Source: an optimization exercise on an open RTL-to-GDS flow (aim: small area, a short achievable clock period and few clock cycles). Production flows keep margins and buffers that such runs may drop. At most, simulation tests tie the RTL to the original design; equivalence was not proved.

Setup of the baseline:
Design earliest_finish_server_assign_top, start of the top module:
module earliest_finish_server_assign_top (
    input  logic                           clk,
    input  logic                           rst_n,
    input  logic                           push,
    output logic                           full,
    input  logic [efsa_pkg::MODE_W-1:0]    mode,
    input  logic [efsa_pkg::INDEX_W-1:0]   server_index,
    input  logic [efsa_pkg::AMOUNT_W-1:0]  amount,
    output logic                           empty,
    input  logic                           pop,
    output logic [efsa_pkg::INDEX_W-1:0]   assigned_server,
    output logic [efsa_pkg::TIME_W-1:0]    server_finish,
    output logic [efsa_pkg::TIME_W-1:0]    makespan,
    output logic                           saturated,
    input  logic                           cfg_valid,
    output logic                           cfg_ready,
    input  logic [efsa_pkg::CFG_W-1:0]     num_servers
);
For scale: about 8300 cells after synthesis, roughly 96 I/O pins, about 64000 um^2 of cells after synthesis.
Settings: LEC_CHECK=0, ABC_AREA=1, CAP_MARGIN=20, CORE_MARGIN=2, CORE_UTILIZATION=55, SETUP_SLACK_MARGIN=4.5, SLEW_MARGIN=20; clock period 9.0 ns.
run.sh (not shown) runs the stock make flow with config.mk's settings and CLKGATE_MAP_FILE= SYNTH_SCRIPT=/design/flow/synth_recipe.tcl, a recipe that flattens the netlist after the stock synthesis.
Testbench counts of the baseline, summed over its fixed seeds: cycles 6,064.
> inputs changed (the baseline -> the candidate)
# the baseline
export LEC_CHECK = 0
export ABC_AREA = 1
export CAP_MARGIN = 20
export CORE_MARGIN = 2
export CORE_UTILIZATION = 55
export SETUP_SLACK_MARGIN = 4.5
export SLEW_MARGIN = 20
create_clock -name core_clock -period 9.0 [get_ports {clk}]
# the candidate
export LEC_CHECK = 0
export ABC_AREA = 1
export CAP_MARGIN = 20
export CORE_MARGIN = 2
export CORE_UTILIZATION = 55
export SETUP_SLACK_MARGIN = 4.0
export SLEW_MARGIN = 20
create_clock -name core_clock -period 9.0 [get_ports {clk}]
Findings:
- In the candidate the final cell count turned out 1.3% lower than in the baseline.
- Delta (the candidate minus the baseline): cell area after synthesis level; number of nets in the final layout has decreased.
- Diff the baseline -> the candidate: end-of-flow core utilization went down 2.5 points; wire length reported by the detailed router shrank by 6.9%.
- The candidate vs. the baseline: critical path depth went down, minimum clock period went up.
- Run comparison: the baseline highest layer used for signal routing met5; the candidate highest layer used for signal routing met4


main:
Another version of the RTL of earliest_finish_server_assign_top (not shown whole).
For scale: roughly 8600 cells after synthesis, about 96 I/O pins, ~65000 um2 of cells after synthesis.
export LEC_CHECK = 0
export ABC_AREA = 1
export CAP_MARGIN = 20
export CORE_MARGIN = 2
export CORE_UTILIZATION = 40
export SLEW_MARGIN = 20
create_clock -name core_clock -period 9.0 [get_ports {clk}]
Testbench counts of main, summed over its fixed seeds: cycles 6,064.
For the feature branch, these inputs were changed with respect to main:
Settings: setting SETUP_SLACK_MARGIN to 2.5 for the first time.
Comparing main with the feature branch, the number of clock-tree buffers in the layout came out essentially unchanged. Diff the feature branch..main | number of H-tree levels | unchanged. Per the comparison of the feature branch with main, layout overhead on the synthesized area held steady; design area flat. Flip-flop and latch count came out exactly the same in main and the feature branch. Per the comparison of the feature branch with main, worst hold slack after final layout held steady; multi-input logic area held steady; core utilization held steady. | wire length | the feature branch vs main | ≈ equal |.


willow:
Another version of the RTL of earliest_finish_server_assign_top (not shown whole).
Size in the first run: ~8400 cells after synthesis, roughly 64000 µm² of cells after synthesis.
## earliest_finish_server_assign_top
module earliest_finish_server_assign_top (
    input  logic                           clk,
    input  logic                           rst_n,
    input  logic                           push,
    output logic                           full,
    input  logic [efsa_pkg::MODE_W-1:0]    mode,
    input  logic [efsa_pkg::INDEX_W-1:0]   server_index,
    input  logic [efsa_pkg::AMOUNT_W-1:0]  amount,
    output logic                           empty,
    input  logic                           pop,
    output logic [efsa_pkg::INDEX_W-1:0]   assigned_server,
    output logic [efsa_pkg::TIME_W-1:0]    server_finish,
    output logic [efsa_pkg::TIME_W-1:0]    makespan,
    output logic                           saturated,
    input  logic                           cfg_valid,
    output logic                           cfg_ready,
    input  logic [efsa_pkg::CFG_W-1:0]     num_servers
);
    localparam int NS = efsa_pkg::MAX_SERVERS;
    localparam int TW = efsa_pkg::TIME_W;
    localparam int HW = TW / 2;
    localparam int SW = efsa_pkg::SRV_W;
    localparam int CW = efsa_pkg::CNT_W;
    localparam int UW = efsa_pkg::UNIT_W;
    localparam int AW = efsa_pkg::AMOUNT_W;
    localparam int PW = efsa_pkg::PROD_W;
    localparam int MW = efsa_pkg::MODE_W;
    function automatic logic [1:0] ltne(input logic [39:0] a, input logic [39:0] b,
                                        input int lo, input int w);
        logic [1:0] hi_r, lo_r;
        if (w == 1)
        begin
            ltne = {b[lo], a[lo] ^ b[lo]};
        end
        else
        begin
            hi_r = ltne(a, b, lo + w / 2, w - w / 2);
            lo_r = ltne(a, b, lo, w / 2);
            ltne = {hi_r[0] ? hi_r[1] : lo_r[1], hi_r[0] | lo_r[0]};
        end
    endfunction
    function automatic logic lt_w(input logic [39:0] a, input logic [39:0] b, input int w);
        logic [1:0] r;
  ...
Settings: LEC_CHECK=0, ABC_AREA=1, CAP_MARGIN=20, CORE_MARGIN=2, CORE_UTILIZATION=55, SETUP_SLACK_MARGIN=4.5, SLEW_MARGIN=20; clock period 9.0 ns.
Testbench counts of willow, summed over its fixed seeds: cycles 6,064.
Edits applied to the flow inputs when going from willow to pepper:
Settings: changing SETUP_SLACK_MARGIN from 4.5 to 4.0.
[summary]
- In the flow results for willow and pepper, the design area is smaller on pepper.
- Going from willow to pepper, number of multi-input logic gates now smaller, fraction of final layout cells sized beyond drive strength 1 shrank by 1.6 points.
- The startpoint of the worst setup timing path comes out l_fin0[25]$_DFFE_PN0P_ in one run and f0_valid$_DFFE_PN0N_ in the other, namely in pepper and willow respectively.
- Clock latency reported for the late side of the worst-skew pair in pepper vs willow: up 20 ps
- Looking only at smallest hold slack, and setting everything else aside, the higher value of willow and pepper goes to willow.
- Going from willow to pepper, maximum frequency rose 0.94 MHz; critical path's largest stage delay went up 60 ps.
- pepper ended up with dfrtp_1 as its cell with the biggest individual delay on the critical path; willow ended up with fa_1.
What maple does differently from pepper at the input level:
Settings: a change of CORE_UTILIZATION from 55 to 40; a change of SETUP_SLACK_MARGIN from 4.0 to 3.5.
The number of antenna repair diodes in maple sits 1 below the value recorded for pepper. Higher slack of the worst reg-to-reg path was reported by pepper, not maple. Cmp maple vs pepper: sequential share of layout area higher in maple.
What violet does differently from maple at the input level:
Settings: a change of CORE_UTILIZATION from 40 to 55.
In summary, violet completed successfully, with a layout that passed the timing, DRC and antenna checks.
Re ratio of final minimum period to clock period: violet is 0.93 points up on maple.
[violet vs maple] final standard cell count with taps included and fillers excluded: lower in violet
Comparing maple and violet, the lower die area was measured on violet.
Area growth from synthesis to final layout: violet vs maple down 1.5 points


Setup of before:
Another version of the RTL of earliest_finish_server_assign_top (not shown whole).
For scale: about 6,100 cells after synthesis, about 890 flip-flops, ~96 I/O pins, ~0.059 mm² of cells after synthesis.
clock: 9.0 ns
lec_check: 0
cap_margin: 20
core_margin: 2
core_utilization: 40
setup_slack_margin: 3.5
slew_margin: 20
before finished all stages; layout check result: FAIL, due to max-capacitance violations, max-slew violations.
--- input diff before..after ---
# before
export LEC_CHECK = 0
export CAP_MARGIN = 20
export CORE_MARGIN = 2
export CORE_UTILIZATION = 40
export SETUP_SLACK_MARGIN = 3.5
export SLEW_MARGIN = 20
create_clock -name core_clock -period 9.0 [get_ports {clk}]
# after
export LEC_CHECK = 0
export CAP_MARGIN = 20
export CORE_MARGIN = 2
export CORE_UTILIZATION = 40
export SLEW_MARGIN = 20
create_clock -name core_clock -period 9.0 [get_ports {clk}]
- On maximum fanout along the worst path: between before and after, it ends up lower for before.
- On horizontal extent of the die, after tracks before almost exactly.
- Going from before to after, final wirelength now smaller, final-layout clock buffer total up 7.7%.
- Apart from before, each of before and after ends the flow with a layout that passes the timing, DRC and antenna checks.
No functional check of the RTL was part of any run of this note.

port drivers added, routing unchanged:
In the flow no input, the clock included, has a driving cell. The finished layouts below were timed again as built, in two steps.
Step 1 assumes that a clkbuf_16 drives the clock port and a buf_2 every other input.
Step 2, shift: input delay + t, output delay - t, t = (earliest + latest rising clock arrival at the registers) / 2. This alone moves slack from input paths to output paths.
a / b / c = no drivers / after step 1 / after step 2; a / b = the first two.
run	shift t [ns]	slack for setup (ns)	worst setup path at the end	clock arrival spread, ns	worst register clock-pin slew, ns
the baseline	0.815	4.288 / 4.288 / 3.977	input to register	0.019 / 0.020	0.07 / 0.07
the candidate	0.797	3.979 / 4.038 / 3.241	input to register	0.048 / 0.048	0.07 / 0.07
main	0.834	2.802 / 2.779 / 2.585	input to register	0.096 / 0.096	0.07 / 0.07
the feature branch	0.834	2.823 / 2.800 / 2.615	input to register	0.096 / 0.096	0.07 / 0.07
willow	0.788	4.031 / 4.031 / 3.911	input to register	0.037 / 0.037	0.07 / 0.07
pepper	0.789	4.054 / 4.051 / 3.494	input to register	0.065 / 0.065	0.07 / 0.07
maple	0.827	3.620 / 3.599 / 3.139	input to register	0.074 / 0.074	0.07 / 0.07
violet	0.809	3.536 / 3.508 / 3.089	input to register	0.063 / 0.063	0.07 / 0.07
before	0.846	2.881 / 2.881 / 2.881	register to register	0.080 / 0.081	0.07 / 0.07
after	0.805	0.860 / 0.860 / 0.860	register to register	0.057 / 0.057	0.07 / 0.07
The setup slack of the candidate, which loses most, moves by +0.059 ns with the drivers and by -0.738 ns with both steps.
